This is an optimization exercise on Yosys and OpenROAD, whose aim is small area, a short achievable clock period and few clock cycles per item, not a production implementation.
At most, simulation tests tie the RTL to the original design; equivalence was not proved.
The RTL of run 4 was laid out without a check of its function.
No activity file was given, so power comes from the tool's default toggle rates.

File: flow/run.sh
#!/bin/bash
# synth_recipe.tcl (not shown) runs the flow's synth.tcl, then flattens the netlist and writes it again
# the make line also repeats each setting of config.mk as NAME=value (left out here)
make -C /OpenROAD-flow-scripts/flow DESIGN_CONFIG=/design/flow/config.mk WORK_HOME=/design/flow/orfs CLKGATE_MAP_FILE= SYNTH_SCRIPT=/design/flow/synth_recipe.tcl finish
File: flow/config.mk
export PLATFORM = sky130hd
export DESIGN_NAME = gomoku_top
export DESIGN_NICKNAME = gomoku_top
export VERILOG_FILES = /design/flow/design.v
export SDC_FILE = /design/flow/constraint.sdc
export NUM_CORES = 4
export LEC_CHECK = 0
export ABC_CLOCK_PERIOD_IN_PS = 3000
export CAP_MARGIN = 20
export CORE_MARGIN = 2
export CORE_UTILIZATION = 30
export SETUP_SLACK_MARGIN = 5
export SLEW_MARGIN = 20
File: flow/constraint.sdc
create_clock -name core_clock -period 8.0 [get_ports {clock}]
set_input_delay 1.6000 -clock core_clock [delete_from_list [all_inputs] [get_ports {clock}]]
set_output_delay 1.6000 -clock core_clock [all_outputs]
set_load 0.01 [all_outputs]
File: flow/design.v
`timescale 1ns/100ps
package gomoku_pkg;
    typedef enum logic [1:0] {
        EMPTY = 2'b00,
        BLACK = 2'b01,   
        WHITE = 2'b10    
    } cell_t;
    typedef union packed {
        struct packed {
            logic [32-2*4-1:0] rsvd;
            logic [4-1:0]           row;   
            logic [4-1:0]           col;
        } move;                                     
        struct packed {
            logic [32-3:0] rsvd;
            logic               new_game;
            logic               pass;
        } ctrl;                                     
    } reg_word_u;
    typedef struct packed {
        logic [16:0] rsvd;
        logic [8:0]  move_count;   
        logic        last_ok;      
        cell_t       winner;
        cell_t       turn;
        logic        busy;         
    } status_t;
endpackage
`timescale 1ns/100ps
module gomoku_regs (
    input  logic                      clock,
    input  logic                      rst,
    input  logic [5-1:0]        awaddr,
    input  logic                      awvalid,
    output logic                      awready,
    input  logic [32-1:0]        wdata,
    input  logic                      wvalid,
    output logic                      wready,
    output logic                      bvalid,
    output logic [1:0]                bresp,
    input  logic                      bready,
    input  logic [5-1:0]        araddr,
    input  logic                      arvalid,
    output logic                      arready,
    output logic                      rvalid,
    output logic [32-1:0]        rdata,
    output logic [1:0]                rresp,
    input  logic                      rready,
    input  gomoku_pkg::cell_t         pt,         
    input  logic                      five,
    output logic                      clear,        
    output logic                      wr_en,        
    output logic                      diag,
    output logic [4-1:0]       base1,
    output logic                      neg1,
    output logic [4-1:0]       base2,
    output logic                      hi2,
    output logic [4-1:0]       pick_row,     
    output logic [4-1:0]       last_row,
    output logic [4-1:0]       last_col,
    output logic                      white,        
    output logic                      won
);
    gomoku_pkg::reg_word_u wv;
    gomoku_pkg::status_t   status;
    logic                  ready;
    logic                  wr_fire;
    logic                  ar_fire;
    logic                  mv_fire;
    logic                  sel_fire;
    logic                  ng_fire;
    logic                  pass_fire;
    logic                  lines;       
    logic                  placed;      
    logic                  five_hv;
    logic                  last_ok;
    logic [8:0]            move_count;
    logic [4-1:0]   cell_row;
    logic [4-1:0]   cell_col;
    logic [3:0]            rsel;        
    gomoku_pkg::cell_t     cell_q;
    logic [4:0]     sum;
    logic [4:0]     dif;
    assign wv = wdata;
    assign awready = ready;
    assign wready  = ready;
    assign bresp   = 2'b00;
    assign arready = !rvalid;
    assign rresp   = 2'b00;
    assign wr_fire   = awvalid && wvalid && ready;
    assign ar_fire   = arvalid && !rvalid;
    assign mv_fire   = wr_fire && awaddr == 5'h00;
    assign sel_fire  = wr_fire && awaddr == 5'h08;
    assign ng_fire   = wr_fire && awaddr == 5'h04 && wv.ctrl.new_game;
    assign pass_fire = wr_fire && awaddr == 5'h04 && wv.ctrl.pass && !wv.ctrl.new_game;
    assign sum = {1'b0, last_row} + {1'b0, last_col};
    assign dif = {1'b0, last_col} - {1'b0, last_row};
    assign pick_row = lines ? last_row : cell_row;
    assign wr_en    = diag && placed;
    always_ff @(posedge clock) begin
        if (rst) begin
            ready  <= 1'b1;
            bvalid <= 1'b0;
            rvalid <= 1'b0;
            lines  <= 1'b0;
            diag   <= 1'b0;
        end else begin
            ready  <= !wr_fire && !(bvalid && !bready) && !lines;
            bvalid <= wr_fire || (bvalid && !bready);
            rvalid <= ar_fire || (rvalid && !rready);
            lines  <= mv_fire;
            diag   <= lines;
        end
    end
    always_ff @(posedge clock) begin
        clear <= rst || ng_fire;
    end
    always_ff @(posedge clock) begin
        if (rst) begin
            last_row <= '0;
            last_col <= '0;
            cell_row <= '0;
            cell_col <= '0;
        end else begin
            if (mv_fire) begin
                last_row <= wv.move.row;
                last_col <= wv.move.col;
            end
            if (sel_fire) begin
                cell_row <= wv.move.row;
                cell_col <= wv.move.col;
            end
        end
    end
    always_ff @(posedge clock) begin
        if (rst) begin
            base1 <= '0;
        end else if (mv_fire || sel_fire) begin
            base1 <= wv.move.col;
        end else if (lines) begin
            base1 <= dif[4-1:0];
        end else begin
            base1 <= cell_col;
        end
    end
    always_ff @(posedge clock) begin
        if (mv_fire) begin
            base2 <= wv.move.row;
        end else begin
            base2 <= sum[4-1:0];
        end
        neg1 <= dif[4];
        hi2  <= sum[4];
    end
    always_ff @(posedge clock) begin
        if (lines) begin
            placed  <= pt == gomoku_pkg::EMPTY && !won;
            five_hv <= five;
        end
    end
    always_ff @(posedge clock) begin
        if (rst || ng_fire) begin
            white      <= 1'b0;
            won        <= 1'b0;
            last_ok    <= 1'b0;
            move_count <= '0;
        end else begin
            if (diag) begin
                last_ok <= placed;
                if (placed) begin
                    move_count <= move_count + 9'd1;
                    if (five_hv || five) begin
                        won <= 1'b1;   
                    end else begin
                        white <= !white;
                    end
                end
            end
            if (pass_fire && !won) begin
                white <= !white;
            end
        end
    end
    always_ff @(posedge clock) begin
        if (!rvalid) begin
            rsel[0] <= araddr == 5'h00;
            rsel[1] <= araddr == 5'h08;
            rsel[2] <= araddr == 5'h0C;
            rsel[3] <= araddr == 5'h10;
            cell_q  <= clear ? gomoku_pkg::EMPTY : pt;
        end
    end
    always_comb begin
        status            = '0;
        status.busy       = 1'b0;
        status.turn       = white ? gomoku_pkg::WHITE : gomoku_pkg::BLACK;
        status.winner     = !won ? gomoku_pkg::EMPTY : white ? gomoku_pkg::WHITE : gomoku_pkg::BLACK;
        status.last_ok    = last_ok;
        status.move_count = move_count;
    end
    always_comb begin
        rdata = '0;
        if (rsel[0]) rdata = rdata | {{(32-2*4){1'b0}}, last_row, last_col};
        if (rsel[1]) rdata = rdata | {{(32-2*4){1'b0}}, cell_row, cell_col};
        if (rsel[2]) rdata = rdata | status;
        if (rsel[3]) rdata = rdata | {{(32-2){1'b0}}, cell_q};
    end
endmodule
`timescale 1ns/100ps
module board_store (
    input  logic                                   clock,
    input  logic                                   clear,       
    input  logic                                   wr_en,       
    input  logic [4-1:0]                    wr_row,
    input  logic [4-1:0]                    wr_col,
    input  logic                                   wr_white,
    input  logic [16-1:0][4-1:0]    k1,
    input  logic [16-1:0][4-1:0]    k2,
    output logic [16-1:0]                  p1_b,
    output logic [16-1:0]                  p1_w,
    output logic [16-1:0]                  p2_b,
    output logic [16-1:0]                  p2_w
);
    logic [16-1:0][16-1:0] bl;   
    logic [16-1:0][16-1:0] wh;
    logic [16-1:0]                 row_b;
    logic [16-1:0]                 row_w;
    logic [16-1:0]                 col_hit;
    always_comb begin
        for (int i = 0; i < 16; i++) begin
            row_b[i]   = wr_en && !wr_white && wr_row == 4'(i);
            row_w[i]   = wr_en && wr_white && wr_row == 4'(i);
            col_hit[i] = wr_col == 4'(i);
        end
    end
    always_ff @(posedge clock) begin
        for (int i = 0; i < 16; i++) begin
            for (int j = 0; j < 16; j++) begin
                bl[i][j] <= !clear && (bl[i][j] || (row_b[i] && col_hit[j]));
                wh[i][j] <= !clear && (wh[i][j] || (row_w[i] && col_hit[j]));
            end
        end
    end
    always_comb begin
        for (int i = 0; i < 16; i++) begin
            p1_b[i] = bl[i][k1[i]];
            p1_w[i] = wh[i][k1[i]];
            p2_b[i] = bl[k2[i]][i];
            p2_w[i] = wh[k2[i]][i];
        end
    end
endmodule
`timescale 1ns/100ps
module win_checker (
    input  logic                                   diag,       
    input  logic [4-1:0]                    base1,      
    input  logic                                   neg1,       
    input  logic [4-1:0]                    base2,      
    input  logic                                   hi2,        
    input  logic [4-1:0]                    row,        
    input  logic [4-1:0]                    col,
    input  logic                                   white,      
    input  logic [16-1:0]                  p1_b,
    input  logic [16-1:0]                  p1_w,
    input  logic [16-1:0]                  p2_b,
    input  logic [16-1:0]                  p2_w,
    output logic [16-1:0][4-1:0]    k1,
    output logic [16-1:0][4-1:0]    k2,
    output logic                                   five
);
    logic [16-1:0] ok1;
    logic [16-1:0] ok2;
    logic [16-1:0] line1;
    logic [16-1:0] line2;
    logic                  five1;
    logic                  five2;
    always_comb begin
        for (int i = 0; i < 16; i++) begin
            logic [4:0] a;
            logic [4:0] b;
            a = {1'b0, base1} + (diag ? (4+1)'(i) : '0);
            b = {1'b0, base2} - (diag ? (4+1)'(i) : '0);
            k1[i]  = a[4-1:0];
            k2[i]  = b[4-1:0];
            ok1[i] = !diag || a[4] == neg1;
            ok2[i] = !diag || b[4] == hi2;
        end
    end
    always_comb begin
        for (int i = 0; i < 16; i++) begin
            line1[i] = (ok1[i] && (white ? p1_w[i] : p1_b[i])) || row == 4'(i);
            line2[i] = (ok2[i] && (white ? p2_w[i] : p2_b[i])) || col == 4'(i);
        end
    end
    always_comb begin
        five1 = 1'b0;
        five2 = 1'b0;
        for (int s = 0; s + 5 <= 16; s++) begin
            five1 = five1 || &line1[s+:5];
            five2 = five2 || &line2[s+:5];
        end
    end
    assign five = five1 || five2;
endmodule
`timescale 1ns/100ps
module status_display (
    input  logic [4-1:0] last_row,
    input  logic [4-1:0] last_col,
    input  logic                white,    
    input  logic                won,
    output logic [6:0]          hex0,     
    output logic [6:0]          hex1,     
    output logic [7:0]          ledr,
    output logic [7:0]          ledg
);
    function automatic logic [6:0] seg7(input logic [3:0] v);
        case (v)
            4'h0: seg7 = 7'b1000000;
            4'h1: seg7 = 7'b1111001;
            4'h2: seg7 = 7'b0100100;
            4'h3: seg7 = 7'b0110000;
            4'h4: seg7 = 7'b0011001;
            4'h5: seg7 = 7'b0010010;
            4'h6: seg7 = 7'b0000010;
            4'h7: seg7 = 7'b1111000;
            4'h8: seg7 = 7'b0000000;
            4'h9: seg7 = 7'b0010000;
            4'hA: seg7 = 7'b0001000;
            4'hB: seg7 = 7'b0000011;   
            4'hC: seg7 = 7'b1000110;
            4'hD: seg7 = 7'b0100001;   
            4'hE: seg7 = 7'b0000110;
            default: seg7 = 7'b0001110;
        endcase
    endfunction
    assign hex1 = seg7(last_row);
    assign hex0 = seg7(last_col);
    assign ledr = {won && !white, 6'b0, !won && !white};
    assign ledg = {!won && white, 6'b0, won && white};
endmodule
`timescale 1ns/100ps
module gomoku_top (
    input  logic               clock,
    input  logic               rst,
    input  logic [5-1:0] awaddr,
    input  logic               awvalid,
    output logic               awready,
    input  logic [32-1:0] wdata,
    input  logic               wvalid,
    output logic               wready,
    output logic               bvalid,
    output logic [1:0]         bresp,
    input  logic               bready,
    input  logic [5-1:0] araddr,
    input  logic               arvalid,
    output logic               arready,
    output logic               rvalid,
    output logic [32-1:0] rdata,
    output logic [1:0]         rresp,
    input  logic               rready,
    output logic [6:0]         hex0,
    output logic [6:0]         hex1,
    output logic [7:0]         ledr,
    output logic [7:0]         ledg
);
    logic                                 clear;
    logic                                 wr_en;
    logic                                 diag;
    logic [4-1:0]                  base1;
    logic                                 neg1;
    logic [4-1:0]                  base2;
    logic                                 hi2;
    logic [4-1:0]                  pick_row;
    logic [4-1:0]                  last_row;
    logic [4-1:0]                  last_col;
    logic                                 white;
    logic                                 won;
    logic                                 five;
    gomoku_pkg::cell_t                    pt;
    logic [16-1:0][4-1:0]  k1;
    logic [16-1:0][4-1:0]  k2;
    logic [16-1:0]                p1_b;
    logic [16-1:0]                p1_w;
    logic [16-1:0]                p2_b;
    logic [16-1:0]                p2_w;
    assign pt = gomoku_pkg::cell_t'({p1_w[pick_row], p1_b[pick_row]});
    gomoku_regs u_regs (
        .clock, .rst,
        .awaddr, .awvalid, .awready, .wdata, .wvalid, .wready,
        .bvalid, .bresp, .bready,
        .araddr, .arvalid, .arready, .rvalid, .rdata, .rresp, .rready,
        .pt, .five, .clear, .wr_en, .diag, .base1, .neg1, .base2, .hi2,
        .pick_row, .last_row, .last_col, .white, .won
    );
    board_store u_board (
        .clock, .clear, .wr_en,
        .wr_row (last_row),
        .wr_col (last_col),
        .wr_white (white),
        .k1, .k2, .p1_b, .p1_w, .p2_b, .p2_w
    );
    win_checker u_check (
        .diag, .base1, .neg1, .base2, .hi2,
        .row (last_row),
        .col (last_col),
        .white, .p1_b, .p1_w, .p2_b, .p2_w,
        .k1, .k2, .five
    );
    status_display u_disp (
        .last_row, .last_col, .white, .won, .hex0, .hex1, .ledr, .ledg
    );
endmodule
==> summary.txt, run 1 <==
Floorplan
  • Num ports: 120
  • Die Height: 318 µm
  • Die area: 0.101 mm²
  • Die W: 318 µm
  • Core ar.: 0.0980 mm²
  • Starting Density: 0.302
  • Core Rows: 115

Place
  • GPL Wtd Cong: 1.01
  • # port buffers: 62
  • Detailed Place HPWL: 72.3 mm
  • Dpl cells: 4145

Synthesis
  • Yosys warns: 4
  • Top cells by area, synth: dfxtp_1 (39%), mux4_2 (21%), a21oi_1 (9.6%)
  • Post-synthesis sequential element count: 578
  • Sequential element share of the synthesized area: 0.394
  • Top-count cell post-synth: nor2_1
  • Prevailing post-synth register cell: dfxtp_1
  • Synth top cells by count: nor2_1 (635), dfxtp_1 (570), a21oi_1 (569)
  • EDFF count, synth: 8
  • Number of distinct library cells after synthesis: 77
  • Yosys top cell area share: 0.386
  • Cells after Synth: 2982
  • Area leader, netlist: dfxtp_1
  • Ys async rst share: 0
  • Synthesized area per cell: 9.92 µm²
  • Mapped Area: 0.0296 mm²

Global routing
  • Gr usage total: 0.219
  • First-pass GRT wire length: 166 mm
  • Largest net degree at the start of global routing: 227
  • Vias in the first global route: 23800
  • GRT overflow: 0
  • Initial antenna violation count: 3

CTS
  • Clock sink count: 578
  • CTS Buffer Depth: 3
  • Max H-tree Level: 2
  • Clock root cell: clkbuf_16
  • Clock-pin slew on the worst setup and hold paths: 0.06 ns
  • CTS tree: yes
  • Inserted Clock Buffers: 60
  • Worst-skew pair later-pin latency: 0.66 ns

Min path
  • Worst Hold Class: reg -> reg

Power and ir drop
  • Net Sw Power: 1.33 mW
  • Static Leak: 12.8 nW
  • Peak VDD IR: 0.000157 V
  • Switching share of power: 0.226
  • Combinational group share of total power: 0.028
  • Sequential power share: 0.493
  • PD cells: 166 mW/mm²
  • Clock power frac: 0.480
  • Internal power: 4.55 mW

STA
  • Final hold viol count: 0
  • RSZ-0062 raised after global routing: true
  • Period utilization: 0.507
  • Max-slew violations: 0
  • Final setup violation count: 0
  • Fin crit period: 4.06 ns
  • Total negative slack: 0 ns
  • Max_slew headroom: 0.111
  • Clock Skew: 0.0194 ns
  • Fmax: 0.246 GHz
  • Tightest Pin Transition: 1.33 ns

Layout
  • NumNets Final: 3135
  • Area Overhead vs Synth: 19.7%
  • Share of cells above drive strength 1: 0.250
  • Final Non-Filler Cells: 4376

Setup path
  • Critical path launch point type: flop
  • Worst EP required: 8.57 ns
  • Worst Setup End Kind: flop
  • CP max FO: 8
  • Critical path class: reg -> reg
  • Worst EP arrival: 4.63 ns

Drt
  • DR DRC count: 0
  • Drt wl/cell: 26.2 µm
  • Vias: 25400
  • Antenna Nets Post-Route: 0
  • Via/cell ratio: 5.81
  • 1st-iter DRT viols: 3306
  • First-pass DRT Iterations: 6
  • DRT Wirelength: 115 mm

Outcome
  • Status: no timing/DRC/antenna violations

Job
  • Max-cap violations: 0
[what timing repair did]
| action | CTS | global route |
|---|---|---|
| setup endpoints to repair | 74 | 48 |
| endpoints found under the hold margin | 0 | 0 |
| cloned | 3 | 1 |
| hold buffers | 0 | 0 |
| gates resized for setup | 275 | 49 |
| setup buffers | 102 | 13 |
| pin swaps | 45 | 20 |
[sequential cells by signal (all words and copies together), names as in the netlist, 7 cells and up]
register,cells
hex0,7
u_board.wh,256
u_board.bl,256
hex1,7
u_regs.move_count,9
[per-layer routing]
metal	track usage	routed length (µm)	vias to the layer above
met1	0.299	46500	12700
met3	0.0502	12300	307
met5	0	13	-
met4	0.113	6650	2
met2	0.325	49100	1599
li1	-	-	10900
[logic make-up after synthesis]
logic type,share of synthesized area
muxes,0.258
adders and majority gates,0.0215
and+or+nand+nor,0.119
AOI/OAI and AO/OA,0.134
xor gates and xnor gates,0.0201
other,0.000127
buffers and inverters,0.0532
DFF,0.394
[per-stage QoR]
stage / total power [mW] / area (µm²) / utilization / hold slack, ns / setup WS, ns
global placement: 3.10 / 31400 / 0.320 / 0.460 / 2.93
CTS: 5.91 / 35100 / 0.358 / 0.487 / 4.04
global route: 6.03 / 35400 / 0.361 / 0.514 / 3.90
finish: 5.88 / 35400 / 0.361 / 0.487 / 3.94
detailed placement: 3.09 / 31400 / 0.321 / 0.474 / 2.86
floorplan: 3.06 / 30000 / - / 0.445 / 4.01
[worst max-delay path, stage by stage, from the launching register on]
cell and delay (ns):
dfxtp_4 0.48, buf_12 0.15, clkinv_8 0.07, fa_4 0.87, buf_12 0.13, buf_12 0.15
mux4_2 0.32, mux4_2 0.55, mux2i_2 0.24, a221oi_2 0.12, a21o_1 0.18, o2111ai_2 0.08
o22ai_4 0.14, or3_4 0.39, o211ai_2 0.07
[final timing paths]
check,from,endpoint,slack (ns),cells past startpoint
setup / recovery,u_regs.diag,u_regs.white,3.94,14
hold / removal,u_board.bl[87],u_board.bl[87],0.49,2
setup reg to reg,u_regs.diag,u_regs.white,3.94,14
hold reg to reg,u_board.bl[87],u_board.bl[87],0.49,2
[cell usage in the layout (no fill, tap or decap), types with 17 or more instances in the layout]
master and count:
clkbuf_16 62, xor2_1 34, buf_6 41, nand3_1 34, inv_1 33, buf_4 127, mux4_2 278, nor2_1 612
mux2i_1 58, buf_12 20, a21oi_1 559, mux4_1 18, o21ai_0 17, a31oi_1 18, conb_1 33, nand2_1 70
xnor2_1 26, mux2_2 19, clkbuf_1 19, ha_4 17, dlygate4sd2_1 20, dfxtp_1 556, clkdlybuf4s50_1 17
[final cells by class]
cell class | count | area (µm²)
Fill cell | 9584 | 62600
Clock inverter | 15 | 164
Antenna cell | 2 | 5.00
Timing Repair Buffer | 252 | 2500
Tap cell | 1287 | 1610
Sequential cell | 578 | 11700
Timing Repair inverter | 2 | 25.0
Inverter | 46 | 235
Multi-Input combinational cell | 2100 | 17400
Clock buffer | 94 | 1800
[power by group through the flow]
stage          sequential [mW]  clock, mW  combinational [mW]
3_5_place_dp              2.97          0               0.127
6_report                  2.90       2.82               0.162
3_3_place_gp              2.97          0               0.127
5_1_grt                   2.90       2.97               0.170
4_1_cts                   2.90       2.86               0.148
2_1_floorplan             2.95          0               0.106
Testbench counts, summed over its fixed seeds: cycles 17,312, moves 3,200.
==> inputs of run 2 (changes only) <==
--- a/flow/config.mk
+++ b/flow/config.mk
@@ -5,9 +5,8 @@
 export SDC_FILE = /design/flow/constraint.sdc
 export NUM_CORES = 4
 export LEC_CHECK = 0
-export ABC_CLOCK_PERIOD_IN_PS = 3000
 export CAP_MARGIN = 20
 export CORE_MARGIN = 2
 export CORE_UTILIZATION = 30
-export SETUP_SLACK_MARGIN = 5
+export SETUP_SLACK_MARGIN = 3.5
 export SLEW_MARGIN = 20
==> summary.txt, run 2 <==
STA
  • Max_slew headroom: 0.223 (+0.112)
  • Final setup violation count: 0 (unchanged)
  • Final hold viol count: 0 (unchanged)
  • Tightest Pin Transition: 1.16 ns (-0.174 ns)
  • Period utilization: 0.563 (+0.0559)
  • Setup WS post-layout: 3.49 ns (-0.447 ns)
  • Fmax: 0.222 GHz (-9.9%)
  • Total negative slack: 0 ns (unchanged)
  • Clock Skew: 0.0307 ns (+0.0113 ns)
  • RSZ-0062 raised after global routing: true
  • Max-slew violations: 0 (unchanged)
  • Fin crit period: 4.51 ns (+0.447 ns)

Drt
  • First-pass DRT Iterations: 7 (+1)
  • 1st-iter DRT viols: 3522 (+6.5%)
  • DRT Wirelength: 109 mm (-5.0%)
  • Antenna Nets Post-Route: 0 (unchanged)
  • Via/cell ratio: 5.78 (-0.50%)
  • Vias: 24800 (-2.6%)
  • DR DRC count: 0 (unchanged)
  • Drt wl/cell: 25.4 µm (-3.0%)

Synthesis
  • Yosys top cell area share: 0.386 (unchanged)
  • Top-count cell post-synth: nor2_1
  • Post-synthesis xor/xnor area fraction: 0.0201 (unchanged)
  • Adder-cell share of the synthesized area: 0.0215 (unchanged)
  • Top cells by area, synth: dfxtp_1 (39%), mux4_2 (21%), a21oi_1 (9.6%)
  • Complex-gate fraction of the synthesized area: 0.134 (unchanged)
  • Cells after Synth: 2982 (unchanged)
  • Post-synthesis sequential element count: 578 (unchanged)
  • Sequential element share of the synthesized area: 0.394 (unchanged)
  • Yosys warns: 4 (unchanged)
  • Area leader, netlist: dfxtp_1
  • Number of distinct library cells after synthesis: 77 (unchanged)
  • Prevailing post-synth register cell: dfxtp_1
  • Ys async rst share: 0 (unchanged)
  • EDFF count, synth: 8 (unchanged)
  • Synth top cells by count: nor2_1 (635), dfxtp_1 (570), a21oi_1 (569)
  • Largest family of logic cells by synthesized area: multiplexers
  • Mapped Area: 0.0296 mm² (unchanged)
  • Synthesized area per cell: 9.92 µm² (unchanged)
  • Mux cell area share after synthesis: 0.258 (unchanged)
  • Post-synthesis simple-gate area fraction: 0.119 (unchanged)

Floorplan
  • Core Rows: 115 (unchanged)
  • Starting Density: 0.302 (unchanged)
  • Die W: 318 µm (unchanged)
  • Die area: 0.101 mm² (unchanged)
  • Num ports: 120 (unchanged)
  • Die Height: 318 µm (unchanged)
  • Core ar.: 0.0980 mm² (unchanged)

Setup path
  • Critical path class: reg -> reg
  • Slowest stage cell, crit path: ha_2
  • Worst Setup End Kind: flop
  • Worst EP arrival: 5.05 ns (+0.42 ns)
  • CP max FO: 15 (+7)
  • Critical path launch point type: flop
  • Worst EP required: 8.55 ns (-0.02 ns)
  • Crit path buf inv count: 2 (-2)
  • Critical path cell sequence: buf_12 > clkinv_4 > ha_2 > nor2b_1 > nor4_1 > nor2_1 > mux4_2 > o2111a_1 > o21ai_0 > o22a_1 > o32ai_1 > nor2_2 > a211oi_1
  • Worst path max stage delay: 0.77 ns (-0.10 ns)
  • Top Family by Delay on Critical Path: compound AO/OA/AOI/OAI gates

Global routing
  • Initial antenna violation count: 3 (unchanged)
  • GR Util met1: 0.286 (-0.0135)
  • Gr usage total: 0.208 (-0.0115)
  • Largest net degree at the start of global routing: 178 (-22%)
  • Top Usage Layer GRT: met2
  • First-pass GRT wire length: 158 mm (-4.6%)
  • Vias in the first global route: 22600 (-4.9%)
  • M3 GR Usage: 0.0502 (+0.0000637)
  • GRT overflow: 0 (unchanged)
  • Met2 usage in global routing: 0.310 (-0.0144)

Outcome
  • Status: no timing/DRC/antenna violations

Layout
  • # fillers: 9784 (+2.1%)
  • Largest regs: u_board.bl (256), u_board.wh (256), u_regs.move_count (9)
  • Share of cells above drive strength 1: 0.188 (-0.0622)
  • Most frequent cells in the layout: nor2_1 (621), a21oi_1 (569), dfxtp_1 (564), mux4_2 (274), buf_4 (79)
  • NumNets Final: 3043 (-2.9%)
  • Area Overhead vs Synth: 14.7%
  • Commonest non-fill, non-tap cell in the layout: nor2_1

CTS
  • Clock sink count: 578 (unchanged)
  • Worst-skew pair later-pin latency: 0.66 ns (about the same)
  • Max H-tree Level: 2 (unchanged)
  • CTS tree: yes
  • Clock-pin slew on the worst setup and hold paths: 0.06 ns (about the same)
  • CTS Buffer Depth: 3 (unchanged)
  • Inserted Clock Buffers: 61 (+1.7%)
  • Clock root cell: clkbuf_16

Place
  • GPL Wtd Cong: 1.00 (-0.68%)
  • Detailed Place HPWL: 72.8 mm (+0.66%)
  • Dpl ws: 2.34 ns (-0.516 ns)
  • # port buffers: 62 (unchanged)

Min path
  • Worst Hold Class: reg -> reg

Power and ir drop
  • Peak VDD IR: 0.000170 V (+8.4%)
  • PD cells: 177 mW/mm² (+6.8%)
  • Static Leak: 12.1 nW (-5.4%)

Job
  • Max-cap violations: 0 (unchanged)
==> run 2: cell count changes in the layout (fill, tap and decap cells not counted), sizes merged <==
cell           delta
clkinv            +7
buf             -117
clkbuf            -7
inv               -2
clkdlybuf4s15     -1
clkdlybuf4s50    +45
bufinv            +5
diode             -1
dlygate4sd2      -20
==> run 2: layer usage <==
layer	up-vias	share of wire
met2	1529	0.43
met5	-	0.00012
met3	251	0.11
met4	2	0.050
met1	12300	0.41
li1	10700	-
==> run 2: area by class of cell <==
cell class              count  area, µm²  share of cell area
clock buffers              85       1770              0.0521
diodes                      1       2.50           0.0000737
multi-input cells        2100      16800               0.494
clock inverters            27        349              0.0103
repair buffers            161       1570              0.0464
inverters                  46        184             0.00542
flip-flops and latches    578      11700               0.344
well taps                1287       1610              0.0475
==> run 2: where the power goes <==
part           switching [mW]  internal, mW  leakage [nW]  total, mW
registers              0.0140          2.89          4.68       2.90
logic                  0.0936        0.0413          6.34      0.135
clock network            1.22          1.76          1.05       2.98
==> run 2: timing repair <==
item	4_1_cts	5_1_grt
endpoints found under the setup margin	8	7
gates resized for setup	25	21
gates cloned	0	1
pin swaps	4	3
hold buffers	0	0
buffers inserted	12	11
==> run 2: cells by family after synthesis <==
logic type                 Yosys count
buffers and inverters              336
muxes                              382
DFF                                578
and+or+nand+nor                    852
xor gates and xnor gates            68
adders and majority gates           46
AOI/OAI and AO/OA                  719
other                                1
==> run 2: worst paths after layout <==
kind	startpoint	endpoint	slack (ns)	depth (start not counted)
worst min-delay path	u_regs.cell_row[3]	u_regs.cell_row[3]	0.49	2
worst max register to register	u_regs.diag	u_regs.won	3.49	13
worst min register to register	u_regs.cell_row[3]	u_regs.cell_row[3]	0.49	2
worst max-delay path	u_regs.diag	u_regs.won	3.49	13
==> run 2: worst min-delay path, delay by kind of cell (launching register included) <==
kind             cells  cell delay [ns]
AND/OR/NAND/NOR      1             0.06
flip-flops           1             0.33
AO/OA/AOI/OAI        1             0.05
==> run 2: stage by stage <==
step / power [mW] / hold WS, ns / utilization / area, µm² / cells
after floorplan: 3.06 / 0.442 / - / 29700 / 3014
after global placement: 3.09 / 0.460 / 0.319 / 31200 / 4146
after detailed placement: 3.09 / 0.473 / 0.319 / 31300 / 4148
after CTS: 6.05 / 0.486 / 0.344 / 33700 / 4272
after global routing: 6.18 / 0.507 / 0.346 / 33900 / 4284
final: 6.02 / 0.488 / 0.346 / 33900 / 4285
==> inputs of run 3 (changes only) <==
--- a/flow/config.mk
+++ b/flow/config.mk
@@ -8,5 +8,4 @@
 export CAP_MARGIN = 20
 export CORE_MARGIN = 2
 export CORE_UTILIZATION = 30
-export SETUP_SLACK_MARGIN = 3.5
 export SLEW_MARGIN = 20
==> summary.txt, run 3 <==
Power and ir drop
  • Net Sw Power: 1.29 mW (-2.8%)
  • Clock power frac: 0.482 (-0.014)
  • Sequential power share: 0.496 (+0.014)
  • Internal power: 4.56 mW (-2.8%)
  • Combinational group share of total power: 0.023 (about the same)
  • PD cells: 176 mW/mm² (-0.84%)
  • Peak VDD IR: 0.000169 V (-0.60%)
  • Switching share of power: 0.221 (about the same)
  • Static Leak: 11.8 nW (-2.3%)

STA
  • Fmax: 0.180 GHz (-19%)
  • Final hold viol count: 0 (unchanged)
  • Total negative slack: 0 ns (unchanged)
  • Setup WS post-layout: 2.43 ns (-1.06 ns)
  • Final setup violation count: 0 (unchanged)
  • Fin crit period: 5.57 ns (+1.06 ns)
  • Period utilization: 0.696 (+0.133)
  • Clock Skew: 0.0290 ns (-0.00175 ns)
  • RSZ-0062 raised after global routing: false
  • Max_slew headroom: 0.204 (-0.0191)
  • Max-slew violations: 0 (unchanged)
  • Tightest Pin Transition: 1.16 ns (+0.00173 ns)

Synthesis
  • Mux cell area share after synthesis: 0.258 (unchanged)
  • Top cells by area, synth: dfxtp_1 (39%), mux4_2 (21%), a21oi_1 (9.6%)
  • Top-count cell post-synth: nor2_1
  • Post-synthesis sequential element count: 578 (unchanged)
  • Post-synthesis simple-gate area fraction: 0.119 (unchanged)
  • Prevailing post-synth register cell: dfxtp_1
  • Complex-gate fraction of the synthesized area: 0.134 (unchanged)
  • Synth top cells by count: nor2_1 (635), dfxtp_1 (570), a21oi_1 (569)
  • Area leader, netlist: dfxtp_1
  • Synthesized area per cell: 9.92 µm² (unchanged)
  • Number of distinct library cells after synthesis: 77 (unchanged)
  • Yosys warns: 4 (unchanged)
  • Cells after Synth: 2982 (unchanged)
  • Mapped Area: 0.0296 mm² (unchanged)
  • Sequential element share of the synthesized area: 0.394 (unchanged)
  • Largest family of logic cells by synthesized area: multiplexers
  • EDFF count, synth: 8 (unchanged)
  • Yosys top cell area share: 0.386 (unchanged)
  • Ys async rst share: 0 (unchanged)
  • Post-synthesis xor/xnor area fraction: 0.0201 (unchanged)
  • Adder-cell share of the synthesized area: 0.0215 (unchanged)

Min path
  • Worst Hold Class: reg -> reg
  • Hold path depth: 2 (unchanged)
  • Worst hold start: u_board.bl[14]
  • Hold endpoint: u_board.bl[14]

Place
  • GPL Wtd Cong: 0.977 (-2.4%)
  • # port buffers: 62 (unchanged)
  • Detailed Place HPWL: 72.2 mm (-0.78%)
  • Dpl ws: 2.65 ns (+0.312 ns)

Layout
  • # fillers: 9866 (+0.84%)
  • Largest regs: u_board.bl (256), u_board.wh (256), u_regs.move_count (9)
  • Layout Utilization: 0.339 (-0.00693)
  • NumNets Final: 3019 (-0.79%)
  • Share of cells above drive strength 1: 0.170 (-0.0173)
  • Area Overhead vs Synth: 12.4%
  • Commonest non-fill, non-tap cell in the layout: nor2_1
  • Most frequent cells in the layout: nor2_1 (621), a21oi_1 (569), dfxtp_1 (565), mux4_2 (274), nand2_1 (76)

Global routing
  • Gr usage total: 0.207 (-0.000964)
  • Vias in the first global route: 23200 (+2.6%)
  • Largest net degree at the start of global routing: 214 (+20%)
  • GRT overflow: 0 (unchanged)
  • Initial antenna violation count: 6 (+3)
  • First-pass GRT wire length: 159 mm (+0.32%)

Setup path
  • Critical path launch point type: flop
  • Origin of the critical flop-to-flop path: u_regs.diag
  • Critical path class: reg -> reg
  • Worst Setup End Kind: flop
  • Worst EP arrival: 6.12 ns (+1.07 ns)
  • FF-to-FF path depth: 14 (+1)
  • Worst EP required: 8.55 ns (about the same)
  • CP max FO: 35 (+20)
  • R2r endpoint: u_regs.won
  • Reg2Reg Setup Slack: 2.43 ns (-1.06 ns)

Floorplan
  • Die Height: 318 µm (unchanged)
  • Starting Density: 0.302 (unchanged)
  • Num ports: 120 (unchanged)
  • Core ar.: 0.0980 mm² (unchanged)
  • Die area: 0.101 mm² (unchanged)
  • Die W: 318 µm (unchanged)
  • Core Rows: 115 (unchanged)

CTS
  • Clock root cell: clkbuf_16
  • Clock sink count: 578 (unchanged)
  • Setup Buffers After CTS: 0 (-12)
  • Worst-skew pair later-pin latency: 0.66 ns (about the same)
  • CTS Buffer Depth: 3 (unchanged)
  • CTS resizes: 0 (-100%)
  • Max H-tree Level: 2 (unchanged)
  • CTS tree: yes
  • Clock-pin slew on the worst setup and hold paths: 0.06 ns (about the same)
  • Hold buffer count at CTS: 0 (unchanged)
  • Inserted Clock Buffers: 59 (-3.3%)

Job
  • Max-cap violations: 0 (unchanged)

Drt
  • Drt wl/cell: 25.3 µm (-0.50%)
  • DR DRC count: 0 (unchanged)
  • 1st-iter DRT viols: 3302 (-6.2%)
  • First-pass DRT Iterations: 6 (-1)
  • Via/cell ratio: 5.77 (-0.24%)
  • Vias: 24600 (-0.94%)
  • DRT Wirelength: 108 mm (-1.2%)
  • Antenna Nets Post-Route: 0 (unchanged)

Outcome
  • Status: no timing/DRC/antenna violations
run 3: changes by cell type in the layout (fill, tap and decap cells not counted), sizes merged:
cell      before  now
buf           97   77
clkinv        20   12
bufinv         7    4
clkbuf        87   89
clkinvlp       2    0
inv           44   45
run 3: worst max-delay path by stage:
| stage | endpoint | startpoint | cells past startpoint |
|---|---|---|---|
| 2_1_floorplan | u_regs.white | u_regs.diag | 13 |
| 3_3_place_gp | u_regs.five_hv | u_regs.diag | 13 |
| 5_1_grt | u_regs.won | u_regs.diag | 14 |
| 3_5_place_dp | u_regs.won | u_regs.diag | 14 |
| 6_report | u_regs.won | u_regs.diag | 14 |
| 4_1_cts | u_regs.won | u_regs.diag | 14 |
run 3: routing by layer:
layer  GRT usage  part of all wire  vias to the layer above
met5           0           0.00044                        -
met4      0.0959             0.050                        8
met3      0.0497              0.11                      260
met2       0.309              0.43                     1458
met1       0.282              0.41                    12200
li1            -                 -                    10600
run 3: kinds of logic (layout without fill, tap and decap cells):
group                    count (synthesis)  count (layout)
buffers and inverters                  336             289
adder cells (fa/ha/maj)                 46              46
AND/OR/NAND/NOR                        852             852
AO/OA/AOI/OAI                          719             719
flip-flops                             578             578
XOR/XNOR                                68              68
multiplexers                           382             382
other                                    1              34
run 3: worst max-delay path, cell delays in order (launching register included):
cell	delay, ns
dfxtp_1	0.31
buf_4	0.48
clkinv_1	0.25
buf_4	0.30
ha_1	1.07
nor2b_1	0.43
nor4_1	0.14
nor2_1	0.32
mux4_2	0.33
o2111a_1	0.19
o21ai_0	0.11
o22a_1	0.26
o32ai_1	0.79
nor2_1	0.22
a211oi_1	0.24
run 3: power by group through the flow:
stage,sequential (mW),clock [mW],combinational [mW]
floorplan,2.96,0,0.104
global placement,2.96,0,0.129
detailed placement,2.96,0,0.129
CTS,2.90,2.86,0.130
global route,2.90,2.97,0.140
finish,2.90,2.82,0.132
run 3: area by class of cell:
class	instances	area (µm²)	share of cell area
Multi-Input combinational cell	2100	16600	0.499
Sequential cell	578	11700	0.351
Clock buffer	89	1750	0.0526
Tap cell	1287	1610	0.0484
Timing Repair Buffer	139	1230	0.0369
Clock inverter	15	215	0.00647
Inverter	46	173	0.00519
Antenna cell	1	2.50	0.0000753
run 3: metrics by stage:
stage	power (mW)	cells	cell area, µm²	hold slack, ns
after floorplan	3.06	3014	29700	0.442
after global placement	3.09	4149	31300	0.459
after detailed placement	3.09	4150	31300	0.471
after CTS	5.89	4254	33200	0.481
after global routing	6.01	4254	33300	0.511
final	5.85	4255	33300	0.485
==> inputs of run 4 (changes only) <==
--- a/flow/design.v
+++ b/flow/design.v
@@ -52,8 +52,10 @@
     output logic                      wr_en,        
     output logic                      diag,
     output logic [4-1:0]       base1,
+    output logic [3:0][1:0]           lo1,
     output logic                      neg1,
     output logic [4-1:0]       base2,
+    output logic [3:0][1:0]           lo2,
     output logic                      hi2,
     output logic [4-1:0]       pick_row,     
     output logic [4-1:0]       last_row,
@@ -62,7 +64,6 @@
     output logic                      won
 );
     gomoku_pkg::reg_word_u wv;
-    gomoku_pkg::status_t   status;
     logic                  ready;
     logic                  wr_fire;
     logic                  ar_fire;
@@ -77,7 +78,9 @@
     logic [8:0]            move_count;
     logic [4-1:0]   cell_row;
     logic [4-1:0]   cell_col;
-    logic [3:0]            rsel;        
+    logic                  rsel_st;     
+    logic [14:0]           rd_q;
+    logic [8:0]            count_nx;
     gomoku_pkg::cell_t     cell_q;
     logic [4:0]     sum;
     logic [4:0]     dif;
@@ -96,7 +99,7 @@
     assign sum = {1'b0, last_row} + {1'b0, last_col};
     assign dif = {1'b0, last_col} - {1'b0, last_row};
     assign pick_row = lines ? last_row : cell_row;
-    assign wr_en    = diag && placed;
+    assign wr_en    = placed;
     always_ff @(posedge clock) begin
         if (rst) begin
             ready  <= 1'b1;
@@ -135,29 +138,40 @@
     always_ff @(posedge clock) begin
         if (rst) begin
             base1 <= '0;
+            lo1   <= '0;
         end else if (mv_fire || sel_fire) begin
             base1 <= wv.move.col;
+            for (int q = 0; q < 4; q++) lo1[q] <= wv.move.col[1:0];
         end else if (lines) begin
             base1 <= dif[4-1:0];
+            for (int q = 0; q < 4; q++) lo1[q] <= dif[1:0] + 2'(q);
         end else begin
             base1 <= cell_col;
+            for (int q = 0; q < 4; q++) lo1[q] <= cell_col[1:0];
         end
     end
     always_ff @(posedge clock) begin
         if (mv_fire) begin
             base2 <= wv.move.row;
+            for (int q = 0; q < 4; q++) lo2[q] <= wv.move.row[1:0];
         end else begin
             base2 <= sum[4-1:0];
+            for (int q = 0; q < 4; q++) lo2[q] <= sum[1:0] - 2'(q);
         end
         neg1 <= dif[4];
         hi2  <= sum[4];
     end
     always_ff @(posedge clock) begin
+        if (rst) begin
+            placed <= 1'b0;
+        end else begin
+            placed <= lines && pt == gomoku_pkg::EMPTY && !won;
+        end
         if (lines) begin
-            placed  <= pt == gomoku_pkg::EMPTY && !won;
             five_hv <= five;
         end
     end
+    assign count_nx = move_count + 9'(placed);
     always_ff @(posedge clock) begin
         if (rst || ng_fire) begin
             white      <= 1'b0;
@@ -167,13 +181,13 @@
         end else begin
             if (diag) begin
                 last_ok <= placed;
-                if (placed) begin
-                    move_count <= move_count + 9'd1;
-                    if (five_hv || five) begin
-                        won <= 1'b1;   
-                    end else begin
-                        white <= !white;
-                    end
+            end
+            move_count <= count_nx;
+            if (placed) begin
+                if (five_hv || five) begin
+                    won <= 1'b1;   
+                end else begin
+                    white <= !white;
                 end
             end
             if (pass_fire && !won) begin
@@ -182,29 +196,21 @@
         end
     end
     always_ff @(posedge clock) begin
+        cell_q <= (rst || clear) ? gomoku_pkg::EMPTY : pt;
         if (!rvalid) begin
-            rsel[0] <= araddr == 5'h00;
-            rsel[1] <= araddr == 5'h08;
-            rsel[2] <= araddr == 5'h0C;
-            rsel[3] <= araddr == 5'h10;
-            cell_q  <= clear ? gomoku_pkg::EMPTY : pt;
+            rsel_st <= araddr == 5'h0C;
+            case (araddr)
+                5'h00:     rd_q <= {7'b0, last_row, last_col};
+                5'h08: rd_q <= {7'b0, cell_row, cell_col};
+                5'h0C:   rd_q <= {count_nx, diag ? placed : last_ok, 5'b0};
+                5'h10:     rd_q <= {13'b0, cell_q};
+                default:       rd_q <= '0;
+            endcase
         end
     end
-    always_comb begin
-        status            = '0;
-        status.busy       = 1'b0;
-        status.turn       = white ? gomoku_pkg::WHITE : gomoku_pkg::BLACK;
-        status.winner     = !won ? gomoku_pkg::EMPTY : white ? gomoku_pkg::WHITE : gomoku_pkg::BLACK;
-        status.last_ok    = last_ok;
-        status.move_count = move_count;
-    end
-    always_comb begin
-        rdata = '0;
-        if (rsel[0]) rdata = rdata | {{(32-2*4){1'b0}}, last_row, last_col};
-        if (rsel[1]) rdata = rdata | {{(32-2*4){1'b0}}, cell_row, cell_col};
-        if (rsel[2]) rdata = rdata | status;
-        if (rsel[3]) rdata = rdata | {{(32-2){1'b0}}, cell_q};
-    end
+    assign rdata = {17'b0, rd_q[14:5],
+                    rd_q[4:1] | {4{rsel_st}} & {won && white, won && !white, white, !white},
+                    rd_q[0]};
 endmodule
 `timescale 1ns/100ps
 module board_store (
@@ -254,8 +260,10 @@
 module win_checker (
     input  logic                                   diag,       
     input  logic [4-1:0]                    base1,      
+    input  logic [3:0][1:0]                        lo1,        
     input  logic                                   neg1,       
     input  logic [4-1:0]                    base2,      
+    input  logic [3:0][1:0]                        lo2,        
     input  logic                                   hi2,        
     input  logic [4-1:0]                    row,        
     input  logic [4-1:0]                    col,
@@ -276,14 +284,18 @@
     logic                  five2;
     always_comb begin
         for (int i = 0; i < 16; i++) begin
-            logic [4:0] a;
-            logic [4:0] b;
-            a = {1'b0, base1} + (diag ? (4+1)'(i) : '0);
-            b = {1'b0, base2} - (diag ? (4+1)'(i) : '0);
-            k1[i]  = a[4-1:0];
-            k2[i]  = b[4-1:0];
-            ok1[i] = !diag || a[4] == neg1;
-            ok2[i] = !diag || b[4] == hi2;
+            logic [2:0] c1;
+            logic [2:0] c2;
+            logic [2:0] h1;
+            logic [2:0] h2;
+            c1 = {1'b0, base1[1:0]} + 3'(i % 4);
+            c2 = {1'b0, base2[1:0]} - 3'(i % 4);
+            h1 = {1'b0, base1[3:2]} + {2'b0, c1[2]} + 3'(i / 4);
+            h2 = {1'b0, base2[3:2]} - {2'b0, c2[2]} - 3'(i / 4);
+            k1[i]  = {diag ? h1[1:0] : base1[3:2], lo1[i % 4]};
+            k2[i]  = {diag ? h2[1:0] : base2[3:2], lo2[i % 4]};
+            ok1[i] = !diag || h1[2] == neg1;
+            ok2[i] = !diag || h2[2] == hi2;
         end
     end
     always_comb begin
@@ -367,6 +379,8 @@
     logic                                 wr_en;
     logic                                 diag;
     logic [4-1:0]                  base1;
+    logic [3:0][1:0]                      lo1;
+    logic [3:0][1:0]                      lo2;
     logic                                 neg1;
     logic [4-1:0]                  base2;
     logic                                 hi2;
@@ -389,7 +403,7 @@
         .awaddr, .awvalid, .awready, .wdata, .wvalid, .wready,
         .bvalid, .bresp, .bready,
         .araddr, .arvalid, .arready, .rvalid, .rdata, .rresp, .rready,
-        .pt, .five, .clear, .wr_en, .diag, .base1, .neg1, .base2, .hi2,
+        .pt, .five, .clear, .wr_en, .diag, .base1, .lo1, .neg1, .base2, .lo2, .hi2,
         .pick_row, .last_row, .last_col, .white, .won
     );
     board_store u_board (
@@ -400,7 +414,7 @@
         .k1, .k2, .p1_b, .p1_w, .p2_b, .p2_w
     );
     win_checker u_check (
-        .diag, .base1, .neg1, .base2, .hi2,
+        .diag, .base1, .lo1, .neg1, .base2, .lo2, .hi2,
         .row (last_row),
         .col (last_col),
         .white, .p1_b, .p1_w, .p2_b, .p2_w,
--- a/flow/config.mk
+++ b/flow/config.mk
@@ -5,7 +5,9 @@
 export SDC_FILE = /design/flow/constraint.sdc
 export NUM_CORES = 4
 export LEC_CHECK = 0
+export ABC_CLOCK_PERIOD_IN_PS = 3000
 export CAP_MARGIN = 20
 export CORE_MARGIN = 2
 export CORE_UTILIZATION = 30
+export SETUP_SLACK_MARGIN = 5
 export SLEW_MARGIN = 20
==> summary.txt, run 4 <==
Setup path
  • Origin of the critical flop-to-flop path: u_regs.lo2[4]
  • FF-to-FF path depth: 15 (+1)
  • Worst EP required: 8.50 ns (-0.05 ns)
  • Critical path launch point type: flop
  • Worst EP arrival: 4.26 ns (-1.86 ns)
  • Worst Setup End Kind: flop
  • CP endpoint: u_regs.white
  • R2r endpoint: u_regs.white
  • Critical path class: reg -> reg
  • Crit. Startpoint: u_regs.lo2[4]
  • CP max FO: 10 (-71%)
  • Reg2Reg Setup Slack: 4.25 ns (+1.82 ns)

Drt
  • First-pass DRT Iterations: 6 (unchanged)
  • Via/cell ratio: 5.72 (-0.81%)
  • Drt wl/cell: 24.9 µm (-1.5%)
  • DRT Wirelength: 114 mm (+6.2%)
  • DR DRC count: 0 (unchanged)
  • 1st-iter DRT viols: 3799 (+15%)
  • Vias: 26300 (+6.9%)
  • Antenna Nets Post-Route: 0 (unchanged)

CTS
  • Hold buffer count at CTS: 0 (unchanged)
  • Clock root cell: clkbuf_16
  • Clock-pin slew on the worst setup and hold paths: 0.06 ns (about the same)
  • CTS tree: yes
  • Clock sink count: 598 (+3.5%)
  • CTS Buffer Depth: 3 (unchanged)
  • Max H-tree Level: 3 (+1)
  • Inserted Clock Buffers: 66 (+12%)
  • Worst-skew pair later-pin latency: 0.62 ns (-0.04 ns)

Layout
  • Ant diodes: 0 (-1)
  • Share of cells above drive strength 1: 0.265 (+0.0950)
  • Most frequent cells in the layout: nor2_1 (594), a21oi_1 (560), dfxtp_1 (559), mux4_2 (278), buf_4 (154)
  • Largest regs: u_board.bl (256), u_board.wh (256), u_regs.rd_q (15)
  • Area Overhead vs Synth: 21.2%
  • Final Non-Filler Cells: 4588 (+7.8%)
  • Commonest non-fill, non-tap cell in the layout: nor2_1
  • # fillers: 9882 (+0.16%)
  • NumNets Final: 3285 (+8.8%)
  • Layout Utilization: 0.368 (+0.0283)

Synthesis
  • Largest family of logic cells by synthesized area: multiplexers
  • Mapped Area: 0.0304 mm² (+2.9%)
  • Adder-cell share of the synthesized area: 0.0265 (+0.00498)
  • Post-synthesis xor/xnor area fraction: 0.0146 (-0.00559)
  • Top-count cell post-synth: nor2_1
  • Top cells by area, synth: dfxtp_1 (38%), mux4_2 (21%), a21oi_1 (9.4%)
  • Complex-gate fraction of the synthesized area: 0.134 (+0.000321)
  • Yosys warns: 4 (unchanged)
  • Area leader, netlist: dfxtp_1
  • Mux cell area share after synthesis: 0.251 (-0.00666)
  • Yosys top cell area share: 0.382 (-0.00371)
  • Synthesized area per cell: 9.80 µm² (-1.2%)
  • EDFF count, synth: 17 (+9)
  • Post-synthesis sequential element count: 598 (+3.5%)
  • Number of distinct library cells after synthesis: 78 (+1.3%)
  • Ys async rst share: 0 (unchanged)
  • Cells after Synth: 3106 (+4.2%)
  • Post-synthesis simple-gate area fraction: 0.120 (+0.000767)
  • Synth top cells by count: nor2_1 (626), dfxtp_1 (581), a21oi_1 (572)
  • Sequential element share of the synthesized area: 0.399 (+0.00494)
  • Prevailing post-synth register cell: dfxtp_1

Global routing
  • Initial antenna violation count: 0 (-6)
  • GRT overflow: 0 (unchanged)
  • Gr usage total: 0.213 (+0.00612)
  • Vias in the first global route: 24300 (+4.8%)
  • Largest net degree at the start of global routing: 205 (-4.2%)
  • First-pass GRT wire length: 165 mm (+4.0%)

Floorplan
  • Core ar.: 0.100 mm² (+2.4%)
  • Die Height: 323 µm (+1.4%)
  • Core Rows: 116 (+0.87%)
  • Die W: 323 µm (+1.4%)
  • Starting Density: 0.303 (+0.00168)
  • Die area: 0.104 mm² (+2.9%)
  • Num ports: 120 (unchanged)

Job
  • Max-cap violations: 0 (unchanged)

STA
  • Period utilization: 0.469 (-0.227)
  • Final setup violation count: 0 (unchanged)
  • RSZ-0062 raised after global routing: true
  • Max_slew headroom: 0.289 (+0.0850)
  • Total negative slack: 0 ns (unchanged)
  • Fin crit period: 3.75 ns (-1.82 ns)
  • Max-slew violations: 0 (unchanged)
  • Fmax: 0.266 GHz (+48%)
  • Final hold viol count: 0 (unchanged)
  • Clock Skew: 0.0138 ns (-0.0152 ns)
  • Tightest Pin Transition: 1.07 ns (-0.0943 ns)
  • Hold WS: 0.479 ns (-0.00581 ns)

Power and ir drop
  • Static Leak: 13.4 nW (+14%)
  • Overall power: 6.40 mW (+9.3%)
  • PD cells: 173 mW/mm² (-1.4%)
  • Peak VDD IR: 0.000136 V (-19%)

Place
  • GPL Wtd Cong: 0.997 (+2.0%)
  • Detailed Place HPWL: 72.4 mm (+0.23%)
  • Dpl cells: 4326 (+4.2%)
  • # port buffers: 62 (unchanged)

Min path
  • Worst Hold Class: reg -> reg

Outcome
  • Status: no timing/DRC/antenna violations
-- run 4: cell count changes after synthesis, sizes merged, moves of 16 or more --
| cell | before | now |
|---|---|---|
| xor2 | 38 | 22 |
| mux2 | 20 | 36 |
| o21ai | 25 | 56 |
| mux2i | 66 | 98 |
| mux4 | 296 | 278 |
| buf | 98 | 122 |
| nand2 | 76 | 128 |
-- run 4: layout make-up --
| class | instances | area, µm² | area share |
|---|---|---|---|
| repair buffers | 270 | 2580 | 0.0700 |
| flip-flops and latches | 598 | 12200 | 0.331 |
| repair inverters | 1 | 8.76 | 0.000237 |
| inverters | 52 | 239 | 0.00648 |
| multi-input cells | 2188 | 17800 | 0.484 |
| clock inverters | 24 | 317 | 0.00858 |
| well taps | 1357 | 1700 | 0.0460 |
| clock buffers | 98 | 1980 | 0.0538 |
-- run 4: what timing repair did --
action	4_1_cts	5_1_grt
cloned	2	2
resized for setup	236	76
setup buffers	93	43
endpoints found under the setup margin	244	124
pin swaps	44	43
-- run 4: where the power goes --
| part | switching (mW) | total [mW] | internal (mW) |
|---|---|---|---|
| clock network | 1.28 | 3.21 | 1.92 |
| registers | 0.0122 | 3.01 | 2.99 |
| logic | 0.118 | 0.181 | 0.0625 |
| total | 1.42 | 6.40 | 4.98 |
-- run 4: critical path, cell delays in order, from the launching register on --
cell and delay [ns]:
dfxtp_4 0.49, nand2_1 0.15, ha_4 0.29, inv_2 0.05
fa_1 0.56, inv_2 0.07, o21ai_4 0.23, mux4_2 0.39
mux2_4 0.28, a21o_1 0.17, o211ai_1 0.20, a22oi_2 0.11
nor4_4 0.23, buf_6 0.18, a31oi_4 0.09, mux2i_1 0.13
-- run 4: cells by family after synthesis --
group / Yosys count
fa+ha+maj: 59
compound gates: 745
simple gates: 890
other cells: 1
buf+inv: 352
flops: 598
mux: 412
xor+xnor: 49
-- run 4: worst min-delay path by stage --
stage,from,to,slack [ns],cells past startpoint
floorplan,u_regs.lines,u_regs.five_hv,0.43,0
CTS,u_regs.cell_col[2],u_regs.cell_col[2],0.48,2
global route,u_regs.cell_col[2],u_regs.cell_col[2],0.49,2
global placement,u_board.wh[24],u_board.wh[24],0.46,2
detailed placement,u_regs.cell_col[2],u_regs.cell_col[2],0.47,2
finish,u_regs.cell_col[2],u_regs.cell_col[2],0.48,2
-- run 4: metrics by stage --
stage / cell area, µm² / setup WS, ns
6_report: 36900 / 4.25
5_1_grt: 36900 / 4.15
4_1_cts: 36100 / 4.22
3_5_place_dp: 32400 / 2.74
3_3_place_gp: 32400 / 2.76
2_1_floorplan: 30900 / 4.04
-- run 4: routing by layer --
layer	up-vias	GRT usage	wire (µm)
li1	11200	-	-
met2	1717	0.315	49200
met5	-	0	0
met4	0	0.0943	5160
met3	288	0.0511	13900
met1	13000	0.295	45900
==> inputs of run 5 (changes only) <==
--- a/flow/design.v
+++ b/flow/design.v
@@ -51,12 +51,12 @@
     output logic                      clear,        
     output logic                      wr_en,        
     output logic                      diag,
-    output logic [4-1:0]       base1,
-    output logic [3:0][1:0]           lo1,
+    output logic [3:0][4:0]    s1,
     output logic                      neg1,
-    output logic [4-1:0]       base2,
-    output logic [3:0][1:0]           lo2,
+    output logic [3:0][4:0]    s2,
     output logic                      hi2,
+    output logic [6:0]                hex0,
+    output logic [6:0]                hex1,
     output logic [4-1:0]       pick_row,     
     output logic [4-1:0]       last_row,
     output logic [4-1:0]       last_col,
@@ -84,6 +84,26 @@
     gomoku_pkg::cell_t     cell_q;
     logic [4:0]     sum;
     logic [4:0]     dif;
+    function automatic logic [6:0] seg7(input logic [3:0] v);
+        case (v)
+            4'h0: seg7 = 7'b1000000;
+            4'h1: seg7 = 7'b1111001;
+            4'h2: seg7 = 7'b0100100;
+            4'h3: seg7 = 7'b0110000;
+            4'h4: seg7 = 7'b0011001;
+            4'h5: seg7 = 7'b0010010;
+            4'h6: seg7 = 7'b0000010;
+            4'h7: seg7 = 7'b1111000;
+            4'h8: seg7 = 7'b0000000;
+            4'h9: seg7 = 7'b0010000;
+            4'hA: seg7 = 7'b0001000;
+            4'hB: seg7 = 7'b0000011;   
+            4'hC: seg7 = 7'b1000110;
+            4'hD: seg7 = 7'b0100001;   
+            4'hE: seg7 = 7'b0000110;
+            default: seg7 = 7'b0001110;
+        endcase
+    endfunction
     assign wv = wdata;
     assign awready = ready;
     assign wready  = ready;
@@ -136,30 +156,33 @@
         end
     end
     always_ff @(posedge clock) begin
-        if (rst) begin
-            base1 <= '0;
-            lo1   <= '0;
-        end else if (mv_fire || sel_fire) begin
-            base1 <= wv.move.col;
-            for (int q = 0; q < 4; q++) lo1[q] <= wv.move.col[1:0];
-        end else if (lines) begin
-            base1 <= dif[4-1:0];
-            for (int q = 0; q < 4; q++) lo1[q] <= dif[1:0] + 2'(q);
-        end else begin
-            base1 <= cell_col;
-            for (int q = 0; q < 4; q++) lo1[q] <= cell_col[1:0];
+        for (int q = 0; q < 4; q++) begin
+            if (rst) begin
+                s1[q] <= '0;
+            end else if (mv_fire || sel_fire) begin
+                s1[q] <= {1'b0, wv.move.col};
+            end else if (lines) begin
+                s1[q] <= {1'b0, dif[4-1:0]} + (4+1)'(q);
+            end else begin
+                s1[q] <= {1'b0, cell_col};
+            end
+            if (mv_fire) begin
+                s2[q] <= {1'b0, wv.move.row};
+            end else begin
+                s2[q] <= {1'b0, sum[4-1:0]} - (4+1)'(q);
+            end
         end
+        neg1 <= dif[4];
+        hi2  <= sum[4];
     end
     always_ff @(posedge clock) begin
-        if (mv_fire) begin
-            base2 <= wv.move.row;
-            for (int q = 0; q < 4; q++) lo2[q] <= wv.move.row[1:0];
-        end else begin
-            base2 <= sum[4-1:0];
-            for (int q = 0; q < 4; q++) lo2[q] <= sum[1:0] - 2'(q);
+        if (rst) begin
+            hex1 <= seg7('0);
+            hex0 <= seg7('0);
+        end else if (mv_fire) begin
+            hex1 <= seg7(wv.move.row);
+            hex0 <= seg7(wv.move.col);
         end
-        neg1 <= dif[4];
-        hi2  <= sum[4];
     end
     always_ff @(posedge clock) begin
         if (rst) begin
@@ -259,11 +282,9 @@
 `timescale 1ns/100ps
 module win_checker (
     input  logic                                   diag,       
-    input  logic [4-1:0]                    base1,      
-    input  logic [3:0][1:0]                        lo1,        
+    input  logic [3:0][4:0]                 s1,         
     input  logic                                   neg1,       
-    input  logic [4-1:0]                    base2,      
-    input  logic [3:0][1:0]                        lo2,        
+    input  logic [3:0][4:0]                 s2,         
     input  logic                                   hi2,        
     input  logic [4-1:0]                    row,        
     input  logic [4-1:0]                    col,
@@ -284,16 +305,12 @@
     logic                  five2;
     always_comb begin
         for (int i = 0; i < 16; i++) begin
-            logic [2:0] c1;
-            logic [2:0] c2;
             logic [2:0] h1;
             logic [2:0] h2;
-            c1 = {1'b0, base1[1:0]} + 3'(i % 4);
-            c2 = {1'b0, base2[1:0]} - 3'(i % 4);
-            h1 = {1'b0, base1[3:2]} + {2'b0, c1[2]} + 3'(i / 4);
-            h2 = {1'b0, base2[3:2]} - {2'b0, c2[2]} - 3'(i / 4);
-            k1[i]  = {diag ? h1[1:0] : base1[3:2], lo1[i % 4]};
-            k2[i]  = {diag ? h2[1:0] : base2[3:2], lo2[i % 4]};
+            h1 = s1[i % 4][4:2] + (diag ? 3'(i / 4) : 3'd0);
+            h2 = s2[i % 4][4:2] - (diag ? 3'(i / 4) : 3'd0);
+            k1[i]  = {h1[1:0], s1[i % 4][1:0]};
+            k2[i]  = {h2[1:0], s2[i % 4][1:0]};
             ok1[i] = !diag || h1[2] == neg1;
             ok2[i] = !diag || h2[2] == hi2;
         end
@@ -316,37 +333,11 @@
 endmodule
 `timescale 1ns/100ps
 module status_display (
-    input  logic [4-1:0] last_row,
-    input  logic [4-1:0] last_col,
     input  logic                white,    
     input  logic                won,
-    output logic [6:0]          hex0,     
-    output logic [6:0]          hex1,     
     output logic [7:0]          ledr,
     output logic [7:0]          ledg
 );
-    function automatic logic [6:0] seg7(input logic [3:0] v);
-        case (v)
-            4'h0: seg7 = 7'b1000000;
-            4'h1: seg7 = 7'b1111001;
-            4'h2: seg7 = 7'b0100100;
-            4'h3: seg7 = 7'b0110000;
-            4'h4: seg7 = 7'b0011001;
-            4'h5: seg7 = 7'b0010010;
-            4'h6: seg7 = 7'b0000010;
-            4'h7: seg7 = 7'b1111000;
-            4'h8: seg7 = 7'b0000000;
-            4'h9: seg7 = 7'b0010000;
-            4'hA: seg7 = 7'b0001000;
-            4'hB: seg7 = 7'b0000011;   
-            4'hC: seg7 = 7'b1000110;
-            4'hD: seg7 = 7'b0100001;   
-            4'hE: seg7 = 7'b0000110;
-            default: seg7 = 7'b0001110;
-        endcase
-    endfunction
-    assign hex1 = seg7(last_row);
-    assign hex0 = seg7(last_col);
     assign ledr = {won && !white, 6'b0, !won && !white};
     assign ledg = {!won && white, 6'b0, won && white};
 endmodule
@@ -378,11 +369,9 @@
     logic                                 clear;
     logic                                 wr_en;
     logic                                 diag;
-    logic [4-1:0]                  base1;
-    logic [3:0][1:0]                      lo1;
-    logic [3:0][1:0]                      lo2;
+    logic [3:0][4:0]               s1;
+    logic [3:0][4:0]               s2;
     logic                                 neg1;
-    logic [4-1:0]                  base2;
     logic                                 hi2;
     logic [4-1:0]                  pick_row;
     logic [4-1:0]                  last_row;
@@ -403,7 +392,7 @@
         .awaddr, .awvalid, .awready, .wdata, .wvalid, .wready,
         .bvalid, .bresp, .bready,
         .araddr, .arvalid, .arready, .rvalid, .rdata, .rresp, .rready,
-        .pt, .five, .clear, .wr_en, .diag, .base1, .lo1, .neg1, .base2, .lo2, .hi2,
+        .pt, .five, .clear, .wr_en, .diag, .s1, .neg1, .s2, .hi2, .hex0, .hex1,
         .pick_row, .last_row, .last_col, .white, .won
     );
     board_store u_board (
@@ -414,13 +403,13 @@
         .k1, .k2, .p1_b, .p1_w, .p2_b, .p2_w
     );
     win_checker u_check (
-        .diag, .base1, .lo1, .neg1, .base2, .lo2, .hi2,
+        .diag, .s1, .neg1, .s2, .hi2,
         .row (last_row),
         .col (last_col),
         .white, .p1_b, .p1_w, .p2_b, .p2_w,
         .k1, .k2, .five
     );
     status_display u_disp (
-        .last_row, .last_col, .white, .won, .hex0, .hex1, .ledr, .ledg
+        .white, .won, .ledr, .ledg
     );
 endmodule
--- a/flow/config.mk
+++ b/flow/config.mk
@@ -9,5 +9,6 @@
 export CAP_MARGIN = 20
 export CORE_MARGIN = 2
 export CORE_UTILIZATION = 30
+export CTS_BUF_LIST = sky130_fd_sc_hd__clkbuf_4 sky130_fd_sc_hd__clkbuf_8 sky130_fd_sc_hd__clkbuf_16
 export SETUP_SLACK_MARGIN = 5
 export SLEW_MARGIN = 20
==> summary.txt, run 5 <==
Drt
  • Vias: 26800 (+1.9%)
  • DR DRC count: 0 (unchanged)
  • 1st-iter DRT viols: 4183 (+10%)
  • First-pass DRT Iterations: 6 (unchanged)
  • DRT Wirelength: 119 mm (+4.1%)
  • Drt wl/cell: 25.8 µm (+3.6%)

Synthesis
  • Yosys top cell area share: 0.388 (+0.00559)
  • Post-synthesis sequential element count: 616 (+3.0%)
  • Top-count cell post-synth: nor2_1
  • Mapped Area: 0.0309 mm² (+1.6%)
  • Sequential element share of the synthesized area: 0.404 (+0.00533)
  • Synth top cells by count: nor2_1 (659), dfxtp_1 (599), a21oi_1 (579)
  • Yosys warns: 3 (-1)
  • Number of distinct library cells after synthesis: 77 (-1.3%)
  • Cells after Synth: 3158 (+1.7%)

CTS
  • CTS Buffer Depth: 3 (unchanged)
  • Worst-skew pair later-pin latency: 0.64 ns (+0.02 ns)
  • Inserted Clock Buffers: 70 (+6.1%)
  • Clock sink count: 616 (+3.0%)

Power and ir drop
  • PD cells: 182 mW/mm² (+5.0%)
  • Static Leak: 13.4 nW (-0.24%)
  • Peak VDD IR: 0.000179 V (+31%)
  • Overall power: 6.74 mW (+5.4%)

Outcome
  • Status: no timing/DRC/antenna violations

Global routing
  • Largest net degree at the start of global routing: 220 (+7.3%)
  • Initial antenna violation count: 3 (+3)
  • Met2 usage in global routing: 0.323 (+0.00791)
  • Gr usage total: 0.216 (+0.00249)
  • M3 GR Usage: 0.0533 (+0.00219)

STA
  • Final hold viol count: 0 (unchanged)
  • Period utilization: 0.432 (-0.0376)
  • Max_slew headroom: 0.204 (-0.0851)
  • Clock Skew: 0.0285 ns (+0.0147 ns)
  • Fin crit period: 3.45 ns (-0.301 ns)
  • Setup WS post-layout: 4.55 ns (+0.301 ns)

Setup path
  • Critical path class: reg -> reg
  • Top Family by Delay on Critical Path: multiplexers
  • Worst Setup End Kind: flop
  • CP max FO: 6 (-4)
  • Worst EP required: 8.39 ns (-0.11 ns)

Job
  • Max-cap violations: 0 (unchanged)

Floorplan
  • Core ar.: 0.102 mm² (+1.7%)
  • Starting Density: 0.303 (-0.000377)
  • Num ports: 120 (unchanged)

Layout
  • Most frequent cells in the layout: nor2_1 (638), a21oi_1 (576), dfxtp_1 (576), mux4_2 (257), buf_4 (120)
  • Share of cells above drive strength 1: 0.233 (-0.0321)

Place
  • Detailed Place HPWL: 73.8 mm (+2.0%)
  • # port buffers: 62 (unchanged)
  • Dpl ws: 3.34 ns (+0.597 ns)
==> run 5: changes by cell type in the layout (fill, tap and decap cells not counted), sizes merged, moves of 8 or more <==
cell / previous run / this run
nand2: 128 / 103
xnor2: 26 / 16
o21ai: 56 / 46
ha: 50 / 60
a31oi: 15 / 6
buf: 218 / 179
o211ai: 7 / 15
xor2: 22 / 33
nor2: 626 / 660
dfxtp: 581 / 599
mux4: 278 / 265
==> run 5: cell families (layout without fill, tap and decap cells) <==
group                      count (synthesis)  count (layout)  synth area share
AOI/OAI and AO/OA                        766             766             0.138
xor gates and xnor gates                  51              51            0.0154
adders and majority gates                 70              70            0.0307
buffers and inverters                    357             408            0.0535
DFF                                      616             616             0.404
muxes                                    395             395             0.238
other                                      1              34          0.000121
and+or+nand+nor                          902             904             0.119
==> run 5: timing repair <==
action	in CTS	in global routing
endpoints found under the setup margin	180	35
gates resized for setup	210	52
pin swaps	34	28
buffers inserted	81	14
gates cloned	9	2
==> run 5: where the power goes <==
part	internal (mW)	leakage [nW]	switching, mW
sequential	3.09	5.02	0.00919
clock	2.09	1.23	1.35
combinational	0.0706	7.14	0.139
total	5.25	13.4	1.50
==> run 5: layout make-up <==
class,instances,area (µm²),area share
antenna,1,2.50,0.0000676
clock buffer,97,2050,0.0555
clock inverter,28,400,0.0108
inverter,45,186,0.00504
multi-input combinational,2219,17600,0.475
sequential,616,12600,0.339
tap,1368,1710,0.0462
timing repair buffer,238,2520,0.0680
==> run 5: worst paths after layout <==
path                   from             end  slack [ns]  cells past startpoint
min reg2reg  u_regs.hex1[6]  u_regs.hex1[6]        0.46                      1
max           u_regs.s2[15]  u_regs.five_hv        4.55                     11
min          u_regs.hex1[6]  u_regs.hex1[6]        0.46                      1
max reg2reg   u_regs.s2[15]  u_regs.five_hv        4.55                     11
==> run 5: stage by stage <==
| step | cell area, µm² | instances | util |
|---|---|---|---|
| finish | 37000 | 4612 | 0.363 |
| global route | 37000 | 4611 | 0.363 |
| CTS | 36700 | 4595 | 0.359 |
| detailed placement | 32700 | 4380 | 0.321 |
| global placement | 32700 | 4380 | 0.320 |
| floorplan | 31300 | 3190 | - |
==> run 5: routing by layer <==
layer  share of wire  up-vias  wire length (µm)
met4           0.060        4              7110
met1            0.39    13200             45900
met3            0.12      403             14100
met2            0.44     1816             51800
met5         0.00024        -                28
li1                -    11300                 -
==> run 5: worst register-to-register path, stage by stage, from the launching register on <==
cell	delay, ns
dfxtp_4	0.42
buf_8	0.16
buf_12	0.16
buf_4	0.14
mux4_2	0.56
mux2i_1	0.52
mux4_2	0.36
a21oi_1	0.05
o32ai_1	0.24
o2111a_2	0.34
and3_4	0.22
inv_1	0.04
Testbench counts of run 5, summed over its fixed seeds: cycles 17,312, moves 3,200.

==> static timing again, ports no longer ideal <==
In the flow no input, the clock included, has a driving cell. The finished layouts below were timed again as built, in two steps. Step 1, drivers: a clkbuf_16 drives clock and a buf_2 each remaining input, both assumed. Step 2 also shifts input and output timing later by t, the mid clock arrival at the registers, as if the neighbouring blocks saw the same clock. Three values: ideal, step 1, step 2; two values: the first two.
run | shift t [ns] | setup WS [ns]
run 1 | 0.718 | 3.941 / 3.941 / 3.941
run 2 | 0.712 | 3.494 / 3.494 / 3.132
run 3 | 0.708 | 2.430 / 2.430 / 2.430
run 4 | 0.690 | 4.247 / 4.247 / 3.905
run 5 | 0.695 | 4.547 / 4.547 / 4.373
After both steps every run listed still meets setup and hold.
